What follows belongs to an exercise in optimizing a design on an open flow for small area; a production flow would make more cautious choices.
In this exercise RTL edits were held to simulation tests only and were not proved equivalent to the original.
No driver is modelled on the clock port, so clocking that relies on it looks cheaper here than on a real chip.

==> flow/design.v (excerpt) <==
module twiddle_mul_stage4 (
    input  logic               clk,
    input  logic               rst,
    input  logic               in_valid,
    input  logic               in_start,
    input  logic signed [15:0] in_r,
    input  logic signed [15:0] in_i,
    output logic [1:0]         rom_4_counter,
    input  logic signed [8:0]  w_r,
    input  logic signed [8:0]  w_i,
    output logic               out_valid,
    output logic               out_last,
    output logic signed [15:0] out_r,
    output logic signed [15:0] out_i
);
    logic [4:0] cnt_q;
    wire  [4:0] cnt_eff = (in_valid && in_start) ? 5'd0 : cnt_q;
    assign rom_4_counter = cnt_eff[2] ? cnt_eff[1:0] : 2'd0;
    always_ff @(posedge clk) begin
        if (rst)
            cnt_q <= 5'd0;
        else if (in_valid)
            cnt_q <= cnt_eff + 5'd1;
    end
    logic v1_q, v2_q, l1_q, l2_q, out_valid_q, out_last_q;
    always_ff @(posedge clk) begin
        if (rst) begin
            v1_q        <= 1'b0;
            v2_q        <= 1'b0;
            out_valid_q <= 1'b0;
            out_last_q  <= 1'b0;
        end else begin
            v1_q        <= in_valid;
            v2_q        <= v1_q;
            out_valid_q <= v2_q;
            out_last_q  <= v2_q & l2_q;
        end
    end
    always_ff @(posedge clk) begin
        l1_q <= (cnt_eff == 5'd31);
        l2_q <= l1_q;
    end
    logic [15:0] ma, mb;
    logic [8:0]  mc, md;
    always_ff @(posedge clk) begin
        ma <= in_r;
        mb <= in_i;
        mc <= w_r;
        md <= w_i;
    end
    wire ecw0 = mc[1] & ~mc[0];
    wire eco1 = mc[2] ^ mc[1];
    wire ecw2 = (mc[3] & ~mc[2] & ~mc[1]) | (~mc[3] & mc[2] & mc[1]);
    wire eco3 = mc[4] ^ mc[3];
    wire ecw4 = (mc[5] & ~mc[4] & ~mc[3]) | (~mc[5] & mc[4] & mc[3]);
    wire eco5 = mc[6] ^ mc[5];
    wire ecw6 = (mc[7] & ~mc[6] & ~mc[5]) | (~mc[7] & mc[6] & mc[5]);
    wire eco7 = mc[8] ^ mc[7];
  ...
Size: about 1600 cells after synthesis, roughly 90 I/O pins, roughly 17000 sq um of cells after synthesis.
clock: 7.0 ns
lec_check: 0
cap_margin: 0
core_margin: 2
core_utilization: 40
cts_buf_list: sky130_fd_sc_hd__clkbuf_8
slew_margin: 0
synth_hierarchical: 1
standard.sh (not shown) runs the stock make flow with config.mk's settings and CLKGATE_MAP_FILE= SYNTH_SCRIPT=/design/flow/synth_recipe.tcl, a recipe that flattens the netlist after the stock synthesis.
==> flow/flow/run.sh <==
#!/bin/bash
# Standard synthesis, then every cell swapped to the smallest drive strength
# of its family (flow/downsize.tcl), then the standard layout steps, whose
# timing repair sizes cells back up where the clock period needs it. After
# CTS, flow/post_cts.tcl shrinks cells that have slack to spare.
set -euo pipefail
R=orfs/results/$FLOW_PLATFORM/twiddle_mul_stage4/base
export FLOW_FLOW_DIR=$PWD/flow
bash standard.sh synth > synth.log 2>&1
cp $R/1_synth.odb 1_synth_standard.odb
LIB=$(ls $FLOW_HOME/platforms/$FLOW_PLATFORM/lib/sky130_fd_sc_hd__tt_025C_1v80.lib) \
PLATFORM_DIR=$FLOW_HOME/platforms/$FLOW_PLATFORM \
IN_ODB=1_synth_standard.odb IN_SDC=$R/1_synth.sdc OUT_ODB=$R/1_synth.odb REMOVE_BUFS=1 \
  openroad -exit -no_init flow/downsize.tcl > downsize.log 2>&1
touch $R/1_synth.sdc
rm -f 1_synth_standard.odb
bash standard.sh POST_CTS_TCL=$PWD/flow/post_cts.tcl finish > layout.log 2>&1
Other scripts of this flow, unchanged in this note and not shown: flow/flow/downsize.tcl, flow/flow/post_cts.tcl, flow/flow/shrink.tcl
Next try:
--- a/flow/flow/run.sh
+++ b/flow/flow/run.sh
@@ -15,3 +15,3 @@
 touch $R/1_synth.sdc
 rm -f 1_synth_standard.odb
-bash standard.sh POST_CTS_TCL=$PWD/flow/post_cts.tcl finish > layout.log 2>&1
+bash standard.sh POST_CTS_TCL=$PWD/flow/post_cts.tcl "BUFFER_PORTS_ARGS=-buffer_cell sky130_fd_sc_hd__buf_1" "CTS_ARGS=-sink_clustering_enable -repair_clock_nets -dont_use_dummy_load -sink_clustering_size 30 -sink_clustering_max_diameter 200 -buf_list sky130_fd_sc_hd__clkbuf_8" finish > layout.log 2>&1
CORE_UTILIZATION = 60   (was 40)
PLACE_DENSITY = 0.75   (was not set)
Result: The changed run passed the timing, DRC and antenna checks. Global-route usage came out higher by 11 points. Synthesized cell count stays the same. Area after synthesis is unchanged. Via count rises by 3.6%. Design area went down by 4.4%. Die area goes down by 33%.

job 101:
Another version of the RTL of twiddle_mul_stage4 (not shown whole).
Size in the first run: about 16,000 um2 of cells after synthesis.
Settings: LEC_CHECK=0, CAP_MARGIN=0, CORE_MARGIN=2, CORE_UTILIZATION=40, CTS_BUF_LIST=sky130_fd_sc_hd__clkbuf_4, GPL_TIMING_DRIVEN=0, SETUP_SLACK_MARGIN=-0.1, SLEW_MARGIN=0, SYNTH_HIERARCHICAL=1; clock period 7.0 ns.
==> flow/flow/run.sh <==
#!/bin/bash
# Standard synthesis, then every cell swapped to the smallest drive strength
# of its family (flow/downsize.tcl), then the standard layout steps, whose
# timing repair sizes cells back up where the clock period needs it. After
# CTS, flow/post_cts.tcl shrinks cells that have slack to spare.
set -euo pipefail
R=orfs/results/$FLOW_PLATFORM/twiddle_mul_stage4/base
export FLOW_FLOW_DIR=$PWD/flow
bash standard.sh synth > synth.log 2>&1
cp $R/1_synth.odb 1_synth_standard.odb
LIB=$(ls $FLOW_HOME/platforms/$FLOW_PLATFORM/lib/sky130_fd_sc_hd__tt_025C_1v80.lib) \
PLATFORM_DIR=$FLOW_HOME/platforms/$FLOW_PLATFORM \
IN_ODB=1_synth_standard.odb IN_SDC=$R/1_synth.sdc OUT_ODB=$R/1_synth.odb REMOVE_BUFS=1 \
  openroad -exit -no_init flow/downsize.tcl > downsize.log 2>&1
touch $R/1_synth.sdc
rm -f 1_synth_standard.odb
bash standard.sh POST_CTS_TCL=$PWD/flow/post_cts.tcl POST_GLOBAL_ROUTE_TCL=$PWD/flow/post_grt.tcl "BUFFER_PORTS_ARGS=-buffer_cell sky130_fd_sc_hd__buf_1" "CTS_ARGS=-sink_clustering_enable -repair_clock_nets -dont_use_dummy_load -sink_clustering_size 30 -sink_clustering_max_diameter 200 -buf_list sky130_fd_sc_hd__clkbuf_4" finish > layout.log 2>&1
==> flow/flow/post_cts.tcl <==
# Hooked in after CTS (POST_CTS_TCL). The tree is built from clkbuf_4;
# buffers whose flip-flops see too slow a clock edge are sized up, then
# cells with slack to spare are sized down, and placement is legalised.
source $::env(FLOW_FLOW_DIR)/clkfix.tcl
source $::env(FLOW_FLOW_DIR)/shrink.tcl
set_propagated_clock [all_clocks]
estimate_parasitics -placement
fix_clock_slew 0.115
shrink_cells 0.0
detailed_placement
estimate_parasitics -placement
report_worst_slack -max
==> flow/flow/post_grt.tcl <==
# Hooked in after global routing and its timing repair (POST_GLOBAL_ROUTE_TCL):
# size down the cells that still have slack to spare with global-route
# parasitics, legalise, reroute the touched nets and rewrite the guides.
source $::env(FLOW_FLOW_DIR)/shrink.tcl
global_route -start_incremental
estimate_parasitics -global_routing
shrink_cells -0.3 -global_routing
detailed_placement
global_route -end_incremental
estimate_parasitics -global_routing
report_worst_slack -max
write_guides $::env(RESULTS_DIR)/route.guide
Other scripts of this flow, unchanged in this note and not shown: flow/flow/clkfix.tcl, flow/flow/downsize.tcl, flow/flow/shrink.tcl
Per the final summary, job 101 finished and its layout is clean on timing, DRC and antenna.
#### Input delta (job 102 over job 101)
# job 101
export LEC_CHECK = 0
export CAP_MARGIN = 0
export CORE_MARGIN = 2
export CORE_UTILIZATION = 40
export CTS_BUF_LIST = sky130_fd_sc_hd__clkbuf_4
export GPL_TIMING_DRIVEN = 0
export SETUP_SLACK_MARGIN = -0.1
export SLEW_MARGIN = 0
export SYNTH_HIERARCHICAL = 1
create_clock -name core_clock -period 7.0 [get_ports {clk}]
# job 102
export LEC_CHECK = 0
export CAP_MARGIN = 0
export CORE_MARGIN = 2
export CORE_UTILIZATION = 40
export CTS_BUF_LIST = sky130_fd_sc_hd__clkbuf_4
export SETUP_SLACK_MARGIN = -0.2
export SLEW_MARGIN = 0
export SYNTH_HIERARCHICAL = 1
create_clock -name core_clock -period 7.0 [get_ports {clk}]
--- a/flow/flow/post_cts.tcl
+++ b/flow/flow/post_cts.tcl
@@ -5,2 +5,3 @@
 source $::env(FLOW_FLOW_DIR)/shrink.tcl
+source $::env(FLOW_FLOW_DIR)/unbuffer.tcl
 set_propagated_clock [all_clocks]
@@ -8,2 +9,4 @@
 fix_clock_slew 0.115
+unbuffer_signals
+estimate_parasitics -placement
 shrink_cells 0.0
==> flow/flow/unbuffer.tcl (new file) <==
# Remove the signal buffers that placement-time repair inserted (not the
# port buffers and not the clock tree); the repair after global routing puts
# back the ones slew, capacitance or timing still need.
proc unbuffer_signals {} {
  set list {}
  foreach inst [get_cells *] {
    set m [get_property $inst ref_name]
    if {![regexp {__(buf|clkbuf)_[0-9]+$} $m]} continue
    set name [get_full_name $inst]
    if {[string match input* $name] || [string match output* $name]} continue
    set out [get_pins -of_objects $inst -filter "direction==output"]
    set in [get_pins -of_objects $inst -filter "direction==input"]
    set onet [get_nets -of_objects $out]
    set inet [get_nets -of_objects $in]
    if {[get_ports -quiet [get_full_name $onet]] ne "" || [get_ports -quiet [get_full_name $inet]] ne ""} continue
    set clk 0
    foreach p [get_pins -of_objects $onet -filter "direction==input"] {
      set c [get_cells -of_objects $p]
      set r [get_property $c ref_name]
      if {[string match *clkbuf* $r] || [string match *dfxtp* $r] && [get_property $p name] eq "CLK"} { set clk 1 }
    }
    if {[sta::is_clock_src $inet] || $clk} continue
    lappend list $inst
  }
  puts "unbuffer_signals: removing [llength $list] buffers"
  if {[llength $list]} { remove_buffers $list }
}
### Flow results
Status(job 102) = ERROR, stage = 4_1_cts. In the flow results for job 102 and job 101, the half-perimeter wire length after placement is smaller on job 101. Job 102 ends up with higher number of placed cells counting well taps than job 101 does. Comparing job 101 against job 102, there is no change at all in placement row count.
For job 103, these inputs were changed with respect to job 102:
# job 102
export LEC_CHECK = 0
export CAP_MARGIN = 0
export CORE_MARGIN = 2
export CORE_UTILIZATION = 40
export CTS_BUF_LIST = sky130_fd_sc_hd__clkbuf_4
export SETUP_SLACK_MARGIN = -0.2
export SLEW_MARGIN = 0
export SYNTH_HIERARCHICAL = 1
create_clock -name core_clock -period 7.0 [get_ports {clk}]
# job 103
export LEC_CHECK = 0
export CAP_MARGIN = 0
export CORE_MARGIN = 2
export CORE_UTILIZATION = 40
export CTS_BUF_LIST = sky130_fd_sc_hd__clkbuf_4
export SLEW_MARGIN = 0
export SYNTH_HIERARCHICAL = 1
create_clock -name core_clock -period 7.0 [get_ports {clk}]
--- a/flow/flow/post_cts.tcl
+++ b/flow/flow/post_cts.tcl
@@ -5,3 +5,2 @@
 source $::env(FLOW_FLOW_DIR)/shrink.tcl
-source $::env(FLOW_FLOW_DIR)/unbuffer.tcl
 set_propagated_clock [all_clocks]
@@ -9,5 +8,3 @@
 fix_clock_slew 0.115
-unbuffer_signals
-estimate_parasitics -placement
-shrink_cells 0.0
+shrink_cells 0.05
 detailed_placement
--- a/flow/flow/post_grt.tcl
+++ b/flow/flow/post_grt.tcl
@@ -6,3 +6,3 @@
 estimate_parasitics -global_routing
-shrink_cells -0.3 -global_routing
+shrink_cells 0.10 -global_routing
 detailed_placement
removed: flow/flow/unbuffer.tcl
Comparing job 102 with job 103, the total cell area at the placement stage came out essentially unchanged. Job 103 closes out successfully: all stages finished, all timing, DRC and antenna checks passed. Job 102 did not finish; a tool error ended it in 4_1_cts. Compared with job 102, job 103 shows weighted congestion at the end of routability-driven global placement that has gone up slightly. Total placed cells including tap cells: job 102 vs job 103 — no meaningful difference. Post-detailed-placement half-perimeter wirelength, job 103 and job 102: larger value in job 102. Looking at job 103 and job 102, the post-synthesis instance area is a wash. Worst setup slack before clock tree synthesis was lower in the run labelled job 103. Number of rows created at floorplan came out exactly the same in job 103 and job 102.

-- afterwards: timing with drivers on the ports --
The flow's constraints put no driver on any port. The routed layouts listed below were extracted and timed again, unchanged, in two steps.
Step 1 sets driving cells, clkbuf_16 on the clock port and buf_2 on the other inputs (assumed; they add their load-dependent delay and slew).
Step 2 moves the port delays by t, midway between the first and last clock arrival at a register: inputs arrive t later, outputs are due t later. That takes back most of the time a late clock gives input paths.
Three values: ideal ports, drivers, drivers and shift; two values: the first two.
run | shift t [ns] | slack for setup (ns) | worst hold slack (ns) | worst setup path at the end | worst slew at a driven data input, ns
the first run of note 1 | 0.554 | 0.382 / 0.382 / 0.382 | 0.331 / 0.331 / 0.331 | register to register | 0.04
the second run of note 1 | 0.499 | 0.164 / 0.164 / 0.164 | 0.330 / 0.330 / 0.330 | register to register | 0.11
job 101 | 0.695 | 0.138 / 0.138 / 0.138 | 0.333 / 0.333 / 0.333 | register to register | 0.05
job 103 | 0.690 | 0.463 / 0.463 / 0.463 | 0.333 / 0.333 / 0.333 | register to register | 0.05
After both steps setup and hold are still met in every run listed.
